This design comes from an exercise in tuning for small area, a short achievable clock period and few clock cycles on the open sky130 flow, not from production work.
Function not checked in this run: the RTL went through the layout flow alone.
Power figures rest on the tool's default switching activity, not on a simulated workload.

$ cat design.v
package conceal_pkg;
    typedef enum logic [1:0] {
        SIZE_16 = 2'd0,
        SIZE_32 = 2'd1,
        SIZE_64 = 2'd2
    } packet_size_e;
    typedef enum logic [2:0] {
        SEQ_IDLE,
        SEQ_FETCH,
        SEQ_CHECK,
        SEQ_CONCEAL,
        SEQ_FINISH
    } seq_state_e;
    typedef enum logic [1:0] {
        PORT_IDLE,
        PORT_READ,
        PORT_AVERAGE,
        PORT_WRITE
    } port_state_e;
    typedef struct packed {
        logic                     cyc;
        logic                     stb;
        logic                     we;
        logic [16-1:0] adr;
        logic [8-1:0]      dat;
    } pix_wb_req_t;
    typedef struct packed {
        logic                ack;
        logic [8-1:0] dat;
    } pix_wb_rsp_t;
    typedef struct packed {
        logic               cyc;
        logic               stb;
        logic [8-1:0] adr;
    } flag_wb_req_t;
    typedef struct packed {
        logic               ack;
        logic [16-1:0] dat;
    } flag_wb_rsp_t;
    typedef struct packed {
        logic at_top;
        logic at_bottom;
        logic at_left;
        logic at_right;
    } edge_flags_t;
    typedef struct packed {
        logic [16-1:0] adr;
        edge_flags_t              edges;
    } conceal_job_t;
    typedef struct packed {
        logic [8-1:0] nw;
        logic [8-1:0] n;
        logic [8-1:0] ne;
        logic [8-1:0] w;
        logic [8-1:0] e;
        logic [8-1:0] sw;
        logic [8-1:0] s;
        logic [8-1:0] se;
    } neighbours_t;
endpackage
`timescale 1ns/1ps
module concealment_top (
    input  logic                     clock,
    input  logic                     reset,
    input  logic                     start,
    input  logic [1:0]               size,
    output logic                     done,
    output logic                     pix_cyc,
    output logic                     pix_stb,
    output logic                     pix_we,
    output logic [16-1:0] pix_adr,
    output logic [8-1:0]      pix_dat_w,
    input  logic                     pix_ack,
    input  logic [8-1:0]      pix_dat_r,
    output logic                     flag_cyc,
    output logic                     flag_stb,
    output logic [8-1:0]       flag_adr,
    input  logic                     flag_ack,
    input  logic [16-1:0]       flag_dat
);
    localparam logic [2:0] S_IDLE = 3'd0;
    localparam logic [2:0] S_FLAG = 3'd1;
    localparam logic [2:0] S_SCAN = 3'd2;
    localparam logic [2:0] S_RD   = 3'd3;
    localparam logic [2:0] S_WR   = 3'd4;
    localparam logic [2:0] S_GAP  = 3'd5;
    localparam logic [2:0] S_C255 = 3'd6;
    localparam logic [2:0] S_DONE = 3'd7;
    localparam logic [1:0] PH_A = 2'd0;
    localparam logic [1:0] PH_B = 2'd1;
    localparam logic [1:0] PH_M = 2'd2;
    localparam logic [1:0] R_T = 2'd0;
    localparam logic [1:0] R_B = 2'd1;
    localparam logic [1:0] R_M = 2'd2;
    logic [2:0]  st;
    logic [1:0]  ph;
    logic [1:0]  row;
    logic [1:0]  size_q;
    logic [7:0]  line;
    logic [7:0]  rc;         
    logic [15:0] segf;       
    logic        wpend;      
    logic        wfinal;     
    logic        cmp_q;      
    logic        cyc_q, we_q, fcyc_q, done_q;
    logic [15:0] adr_q;
    logic [7:0]  t0, t1, t2, b0, b1, b2, m2, wv;
    logic        tp, bp;
    assign tp = (line != 8'd0);
    assign bp = (line != 8'd239);
    logic       eT, eB, eL, eR;
    logic [7:0] o_nw, o_n, o_ne, o_w, o_e, o_sw, o_s, o_se;
    logic [10:0] sum;
    assign eT = !tp;
    assign eB = !bp;
    assign eL = (rc == 8'd2);
    assign eR = (st == S_C255);
    always_comb begin
        if (eT && eL)      o_nw = b2;
        else if (eT)       o_nw = wv;
        else if (eL)       o_nw = t1;
        else               o_nw = t0;
        o_n = eT ? b1 : t1;
        if (eT && eR)      o_ne = b0;
        else if (eT)       o_ne = m2;
        else if (eR)       o_ne = t1;
        else               o_ne = t2;
        o_w = eL ? m2 : wv;
        o_e = eR ? wv : m2;
        if (eB && eL)      o_sw = t2;
        else if (eB)       o_sw = wv;
        else if (eL)       o_sw = b1;
        else               o_sw = b0;
        o_s = eB ? t1 : b1;
        if (eB && eR)      o_se = t0;
        else if (eB)       o_se = m2;
        else if (eR)       o_se = b1;
        else               o_se = b2;
        sum = 11'(o_nw) + 11'(o_n) + 11'(o_ne) + 11'(o_w)
            + 11'(o_e) + 11'(o_sw) + 11'(o_s) + 11'(o_se);
    end
    logic [3:0]  first_seg;
    logic        any_seg;
    logic [15:0] seg_exp;
    logic [1:0]  first_row;
    logic        need_mid;
    logic        nr_valid;
    logic [1:0]  nr;
    logic        is_first;
    logic        cont;
    logic [7:0]  rc_inc, rc_m2, c0;
    logic [7:0]  line_m1, line_p1;
    always_comb begin
        first_seg = 4'd0;
        for (int i = 15; i >= 0; i = i - 1) begin
            if (segf[i]) first_seg = 4'(i);
        end
    end
    assign any_seg = (segf != 16'd0);
    always_comb begin
        for (int i = 0; i < 16; i = i + 1) begin
            case (size_q)
                2'd1:    seg_exp[i] = flag_dat[15 - i / 2];
                2'd2:    seg_exp[i] = flag_dat[15 - i / 4];
                default: seg_exp[i] = flag_dat[15 - i];
            endcase
        end
    end
    assign first_row = tp ? R_T : R_B;
    assign need_mid  = (ph != PH_B);
    always_comb begin
        nr_valid = 1'b0;
        nr       = R_M;
        case (row)
            R_T: begin
                if (bp) begin
                    nr_valid = 1'b1;
                    nr       = R_B;
                end else begin
                    nr_valid = need_mid;
                end
            end
            R_B:     nr_valid = need_mid;
            default: nr_valid = 1'b0;
        endcase
    end
    assign is_first = (row == R_T) || (!tp && row == R_B);
    assign rc_inc  = rc + 8'd1;
    assign rc_m2   = rc - 8'd2;
    assign c0      = {first_seg, 4'd0};
    assign line_m1 = line - 8'd1;
    assign line_p1 = line + 8'd1;
    assign cont    = (rc[3:0] != 4'd0) || segf[rc[7:4]];
    function automatic logic [7:0] row_line(input logic [1:0] r, input logic [7:0] lm1,
                                            input logic [7:0] l, input logic [7:0] lp1);
        case (r)
            R_T:     row_line = lm1;
            R_B:     row_line = lp1;
            default: row_line = l;
        endcase
    endfunction
    always_ff @(posedge clock or negedge reset) begin
        if (!reset) begin
            st     <= S_IDLE;
            cyc_q  <= 1'b0;
            fcyc_q <= 1'b0;
            done_q <= 1'b0;
            wpend  <= 1'b0;
            cmp_q  <= 1'b0;
        end else begin
            cmp_q  <= 1'b0;
            done_q <= 1'b0;
            if (cmp_q || st == S_C255) begin
                wpend <= 1'b1;
            end
            case (st)
                S_IDLE: begin
                    if (start) begin
                        fcyc_q <= 1'b1;
                        st     <= S_FLAG;
                    end
                end
                S_FLAG: begin
                    if (flag_ack) begin
                        fcyc_q <= 1'b0;
                        st     <= S_SCAN;
                    end
                end
                S_SCAN: begin
                    wpend <= 1'b0;
                    if (!any_seg) begin
                        if (!bp) begin
                            done_q <= 1'b1;
                            st     <= S_DONE;
                        end else begin
                            fcyc_q <= 1'b1;
                            st     <= S_FLAG;
                        end
                    end else begin
                        cyc_q <= 1'b1;
                        st    <= S_RD;
                    end
                end
                S_RD: begin
                    if (pix_ack) begin
                        if (is_first && wpend && ph == PH_M) begin
                            st <= S_WR;
                        end else if (!nr_valid && ph == PH_M) begin
                            cmp_q <= 1'b1;
                            if (!cont || rc == 8'd255) begin
                                cyc_q <= 1'b0;
                                st    <= S_GAP;
                            end
                        end
                    end
                end
                S_WR: begin
                    if (pix_ack) begin
                        wpend <= 1'b0;
                        if (wfinal) begin
                            cyc_q <= 1'b0;
                            st    <= (rc == 8'd0) ? S_C255 : S_SCAN;
                        end else begin
                            st <= S_RD;
                        end
                    end
                end
                S_GAP: begin
                    cyc_q <= 1'b1;
                    st    <= S_WR;
                end
                S_C255: begin
                    cyc_q <= 1'b1;
                    st    <= S_WR;
                end
                default: begin
                    st <= S_IDLE;
                end
            endcase
        end
    end
    always_ff @(posedge clock) begin
        case (st)
            S_IDLE: begin
                if (start) begin
                    size_q <= size;
                    line   <= 8'd0;
                end
            end
            S_FLAG: begin
                if (flag_ack) segf <= seg_exp;
            end
            S_SCAN: begin
                if (!any_seg) begin
                    if (bp) line <= line_p1;
                end else begin
                    segf[first_seg] <= 1'b0;
                    we_q <= 1'b0;
                    row  <= first_row;
                    if (first_seg != 4'd0) begin
                        ph    <= PH_A;
                        rc    <= c0 - 8'd1;
                        adr_q <= {tp ? line_m1 : line_p1, c0 - 8'd1};
                    end else begin
                        ph    <= PH_B;
                        rc    <= c0;
                        adr_q <= {tp ? line_m1 : line_p1, c0};
                    end
                end
            end
            S_RD: begin
                if (pix_ack) begin
                    case ({ph, row})
                        {PH_A, R_T}: t0 <= pix_dat_r;
                        {PH_A, R_B}: b0 <= pix_dat_r;
                        {PH_A, R_M}: wv <= pix_dat_r;
                        {PH_B, R_T}: t1 <= pix_dat_r;
                        {PH_B, R_B}: b1 <= pix_dat_r;
                        {PH_M, R_T}: t2 <= pix_dat_r;
                        {PH_M, R_B}: b2 <= pix_dat_r;
                        {PH_M, R_M}: m2 <= pix_dat_r;
                        default: ;
                    endcase
                    if (is_first && wpend && ph == PH_M) begin
                        row    <= nr;
                        we_q   <= 1'b1;
                        wfinal <= 1'b0;
                        adr_q  <= {line, rc_m2};
                    end else if (nr_valid) begin
                        row   <= nr;
                        adr_q <= {row_line(nr, line_m1, line, line_p1), rc};
                    end else begin
                        rc  <= rc_inc;
                        row <= first_row;
                        if (ph == PH_A) begin
                            ph    <= PH_B;
                            adr_q <= {tp ? line_m1 : line_p1, rc_inc};
                        end else if (ph == PH_B) begin
                            ph    <= PH_M;
                            adr_q <= {tp ? line_m1 : line_p1, rc_inc};
                        end else if (cont && rc != 8'd255) begin
                            if (rc[3:0] == 4'd0) segf[rc[7:4]] <= 1'b0;
                            adr_q <= {tp ? line_m1 : line_p1, rc_inc};
                        end
                    end
                end
            end
            S_WR: begin
                if (pix_ack) begin
                    we_q  <= 1'b0;
                    adr_q <= {row_line(row, line_m1, line, line_p1), rc};
                end
            end
            S_GAP: begin
                we_q   <= 1'b1;
                wfinal <= 1'b1;
                adr_q  <= {line, rc_m2};
            end
            S_C255: begin
                we_q   <= 1'b1;
                wfinal <= 1'b1;
                rc     <= rc_inc;
                adr_q  <= {line, 8'd255};
            end
            default: ;
        endcase
        if (cmp_q || st == S_C255) begin
            t0 <= t1;
            t1 <= t2;
            b0 <= b1;
            b1 <= b2;
            wv <= sum[10:3];
        end
    end
    assign done      = done_q;
    assign pix_cyc   = cyc_q;
    assign pix_stb   = cyc_q;
    assign pix_we    = we_q;
    assign pix_adr   = adr_q;
    assign pix_dat_w = wv;
    assign flag_cyc  = fcyc_q;
    assign flag_stb  = fcyc_q;
    assign flag_adr  = line;
endmodule
$ cat run.sh
#!/bin/bash
# synth_recipe.tcl (not shown) runs the flow's synth.tcl, then flattens the netlist and writes it again
# the make line also repeats each setting of config.mk as NAME=value (left out here)
make -C /OpenROAD-flow-scripts/flow DESIGN_CONFIG=/design/flow/config.mk WORK_HOME=/design/flow/orfs CLKGATE_MAP_FILE= SYNTH_SCRIPT=/design/flow/synth_recipe.tcl finish
$ cat config.mk
export PLATFORM = sky130hd
export DESIGN_NAME = concealment_top
export DESIGN_NICKNAME = concealment_top
export VERILOG_FILES = /design/flow/design.v
export SDC_FILE = /design/flow/constraint.sdc
export NUM_CORES = 4
export LEC_CHECK = 0
export CAP_MARGIN = 20
export CORE_MARGIN = 2
export CORE_UTILIZATION = 40
export SLEW_MARGIN = 20
$ cat constraint.sdc
create_clock -name core_clock -period 9.0 [get_ports {clock}]
set_input_delay 1.8000 -clock core_clock [delete_from_list [all_inputs] [get_ports {clock}]]
set_output_delay 1.8000 -clock core_clock [all_outputs]
set_load 0.01 [all_outputs]
==> results.py <==
metrics = {
    "clock_network": {
        "numCtsBuffers": 17,
        "cts.sinks": 128,
        "post_cts_buffers": 0,
        "clock_path_buffers": 2,
        "clk_pin_slew_ns": 0.06,
        "cts_root_buf": "clkbuf_16",
        "cts_hold_buf": 0,
        "htreeDepth": 4,
        "clock_latency_ns": 0.44,
        "cts_resized": 0,
        "cts_tree": "yes",
    },
    "drt": {
        "route.detailed.drc": 0,
        "firstDrtPassIters": 5,
        "route.met3.wl_um": 1930,
        "wl_met2_um": 14900,
        "top_layer": "met4",
        "routedWlPerCell_um": 20.3,
        "avgViaCountPerCell": 5.87,
        "met1Wirelength_um": 13900,
        "final_antenna_net_count": 0,
        "routed_wl_um": 31500,
        "drtIter0Drc": 904,
        "num_vias": 9114,
    },
    "setup_path": {
        "reg2reg_from": "rc[4]",
        "crit_family": "adder cells",
        "rrSetupSlack_ns": 1.88,
        "crit_arrival_ns": 7.30,
        "crit_path_max_fanout": 25,
        "slowest_stage": "nand3_1",
        "critPathMostFrequentCell": "fa_1",
        "timing.rr.end": "wv[7]",
        "path_cells": "inv_1 > ha_1 > nand2b_1 > nor2_1 > nand3_1 > nand2_1 > a21boi_0 > fa_1 > inv_1 > fa_1 > fa_1 > inv_1 > fa_1 > inv_1 > fa_1 > a21o_1 > a21oi_1 > o21bai_1 > a21oi_1 > nor2b_1 > o41a_1",
        "reg2regPathDepth": 21,
        "setup.worst_path.class": "flip-flop to flip-flop",
        "path_buf_inv": 4,
        "worstSetupStartpointType": "flip-flop",
        "required_ns": 9.18,
        "worst_path_largest_cell_delay_ns": 0.84,
        "critPathCaptureType": "flip-flop",
    },
    "finish": {
        "multi_input_area_mm2": 0.00632,
        "diodes": 0,
        "stdcell_count": 1553,
        "syn2layout_area_growth_pct": 14.6,
        "reg_top3": "adr_q (16), segf (16)",
        "drive_gt1_frac": 0.0990,
        "seq_area_mm2": 0.00380,
        "fillers": 2548,
        "nets": 1307,
    },
    "timing": {
        "clock_skew_ns": 0.0162,
        "tns_ns": 0,
        "slew_headroom": 0.280,
        "timing.final.crit_share": 0.791,
        "tightest_slew_ns": 1.07,
        "setup_ws_ns": 1.88,
        "setup_viol": 0,
        "fmax_ghz": 0.140,
        "rsz0062_at_grt": "no",
        "drv_slew": 0,
        "hold_viol_final": 0,
        "fin_crit_ns": 7.12,
    },
    "flow_run": {
        "cap_violations": 0,
    },
    "power_and_ir_drop": {
        "p_sw_frac": 0.475,
        "p_leak_nw": 4.79,
        "fin_total_pwr_mw": 5.23,
        "pwr-share-comb": 0.617,
        "intPower_mw": 2.74,
        "worst_ir_drop_vdd_v": 0.000284,
        "power_density_mw_per_mm2": 425,
        "clkPwrFrac": 0.144,
        "seqPwrFrac": 0.239,
        "p_switching_mw": 2.49,
    },
    "global_route": {
        "grt_pass1_vias": 8975,
        "grt_usage": 0.227,
        "grt_pass1_wl_um": 50000,
        "antenna_found_initial": 0,
        "grt_max_degree": 37,
        "gr-total-overflow": 0,
    },
    "logic_synthesis": {
        "yosysTopAreaCell": "edfxtp_1",
        "yosysMostFrequentCell": "nand2_1",
        "async_reset_ff_frac": 0.0625,
        "synth_area_leaders": "edfxtp_1 (34%), fa_1 (8.6%), nand2_1 (7.2%)",
        "synth_cell_types": 91,
        "ys_ff_latch": 128,
        "synth_edf_count": 120,
        "yosysWarnings": 1,
        "syn_nets": 1271,
        "synth_commonest_cells": "nand2_1 (207), edfxtp_1 (120), inv_1 (92)",
        "synth_top_cell_area_share": 0.335,
        "ys_seq_area_frac": 0.354,
        "synth_area_per_cell_um2": 9.24,
        "syn_inst": 1163,
        "synth_flop_cell": "edfxtp_1",
        "mappedNetlistArea_mm2": 0.0107,
    },
    "hold_path": {
        "min_from": "fcyc_q",
        "hp-class": "flip-flop to flip-flop",
        "whs_path_depth": 1,
        "min_to": "fcyc_q",
    },
    "floorplanning": {
        "die_height_um": 168,
        "fp.dieW_um": 168,
        "dieArea_mm2": 0.0282,
        "io_pins": 69,
        "core-area_mm2": 0.0267,
        "row_count": 60,
        "start_util": 0.403,
    },
    "placement": {
        "post-place-cells": 1521,
        "place_ws_ns": 1.99,
        "globalplace.congestion": 0.906,
        "io_buffer_count": 68,
        "dpl.hpwl_um": 22900,
    },
    "status": {
        "status": "timing/DRC/antenna clean",
    },
}
cells by family (layout without fill, tap and decap cells):
kind of cell,Yosys count,count (layout),synth area share
AO/OA/AOI/OAI,281,281,0.176
XOR/XNOR,33,33,0.0269
adder cells (fa/ha/maj),77,77,0.122
buffers and inverters,158,207,0.0610
flip-flops,128,128,0.354
multiplexers,50,50,0.0709
AND/OR/NAND/NOR,436,436,0.190
power groups by stage:
stage,Clock [mW],Sequential [mW],Combinational (mW)
floorplan,0,1.12,2.47
global route,0.782,1.28,3.62
detailed placement,0,1.25,3.21
finish,0.753,1.25,3.23
global placement,0,1.25,3.17
CTS,0.760,1.24,3.23
worst reg2reg max path, cell delays in order (launching register included):
cell      delay, ns
edfxtp_1       0.65
inv_1          0.24
ha_1           0.29
nand2b_1       0.13
nor2_1         0.32
nand3_1        0.84
nand2_1        0.36
a21boi_0       0.33
fa_1           0.44
inv_1          0.08
fa_1           0.44
fa_1           0.54
inv_1          0.05
fa_1           0.52
inv_1          0.07
fa_1           0.46
a21o_1         0.19
a21oi_1        0.21
o21bai_1       0.09
a21oi_1        0.23
nor2b_1        0.08
o41a_1         0.31
layout make-up:
cell class	instances	share of cell area
multi-input cells	877	0.514
flip-flops and latches	128	0.309
repair buffers	82	0.0638
well taps	341	0.0346
clock buffers	17	0.0345
inverters	93	0.0283
clock inverters	15	0.0163
placed cells by master (no fill, tap or decap), types with 10 or more instances in the layout:
cell	Yosys	routed
a21o_1	18	18
a21oi_1	67	67
a31oi_1	14	13
and3_1	10	10
buf_4	7	14
clkbuf_16	0	17
clkdlybuf4s50_1	0	68
edfxtp_1	120	120
fa_1	46	46
ha_1	31	31
inv_1	92	92
mux2i_1	21	21
mux4_2	20	20
nand2_1	207	207
nand2b_1	11	10
nand3_1	39	39
nor2_1	84	82
nor3_1	18	18
o21ai_0	72	71
o22ai_1	10	10
xnor2_1	25	25
metrics by stage:
step / area (um2) / hold slack, ns / utilization
2_1_floorplan: 10700 / 0.536 / -
3_3_place_gp: 11700 / 0.529 / 0.438
3_5_place_dp: 11700 / 0.525 / 0.438
4_1_cts: 12300 / 0.550 / 0.462
5_1_grt: 12300 / 0.609 / 0.462
6_report: 12300 / 0.539 / 0.462
metal layers:
metal  up-vias  global-route usage
met1      4458               0.312
met2       377               0.372
li1       4227                   -
met3        52              0.0357
met5         -                   0
met4         0              0.0681
worst max-delay path by stage:
| stage | start | end | slack (ns) | depth (start not counted) |
|---|---|---|---|---|
| 6_report | rc[4] | wv[7] | 1.88 | 21 |
| 5_1_grt | rc[4] | wv[7] | 1.36 | 21 |
| 4_1_cts | rc[4] | wv[7] | 1.93 | 21 |
| 3_5_place_dp | rc[4] | wv[7] | 1.99 | 20 |
| 3_3_place_gp | rc[4] | wv[7] | 2.14 | 20 |
| 2_1_floorplan | rc[4] | wv[7] | 3.03 | 25 |

static timing again, ports no longer ideal:
How much do the figures lean on ideal ports? The routed layout below was timed once more, with nothing changed but the port constraints.
Step 1 assumes that a clkbuf_16 drives the clock port and a buf_2 every other input.
Step 2 moves the port delays by t, midway between the first and last clock arrival at a register: inputs arrive t later, outputs are due t later. That takes back most of the time a late clock gives input paths.
Slacks: ideal / step 1 / step 2; pairs: ideal / step 1.
t, ns: 0.478
setup WS [ns]: 1.877 / 1.877 / 1.877
pins driven straight from the clock port: 1
After both steps this run still meets setup and hold. For this run, drivers alone change the setup slack by 0.000 ns; drivers and shift together by 0.000 ns.
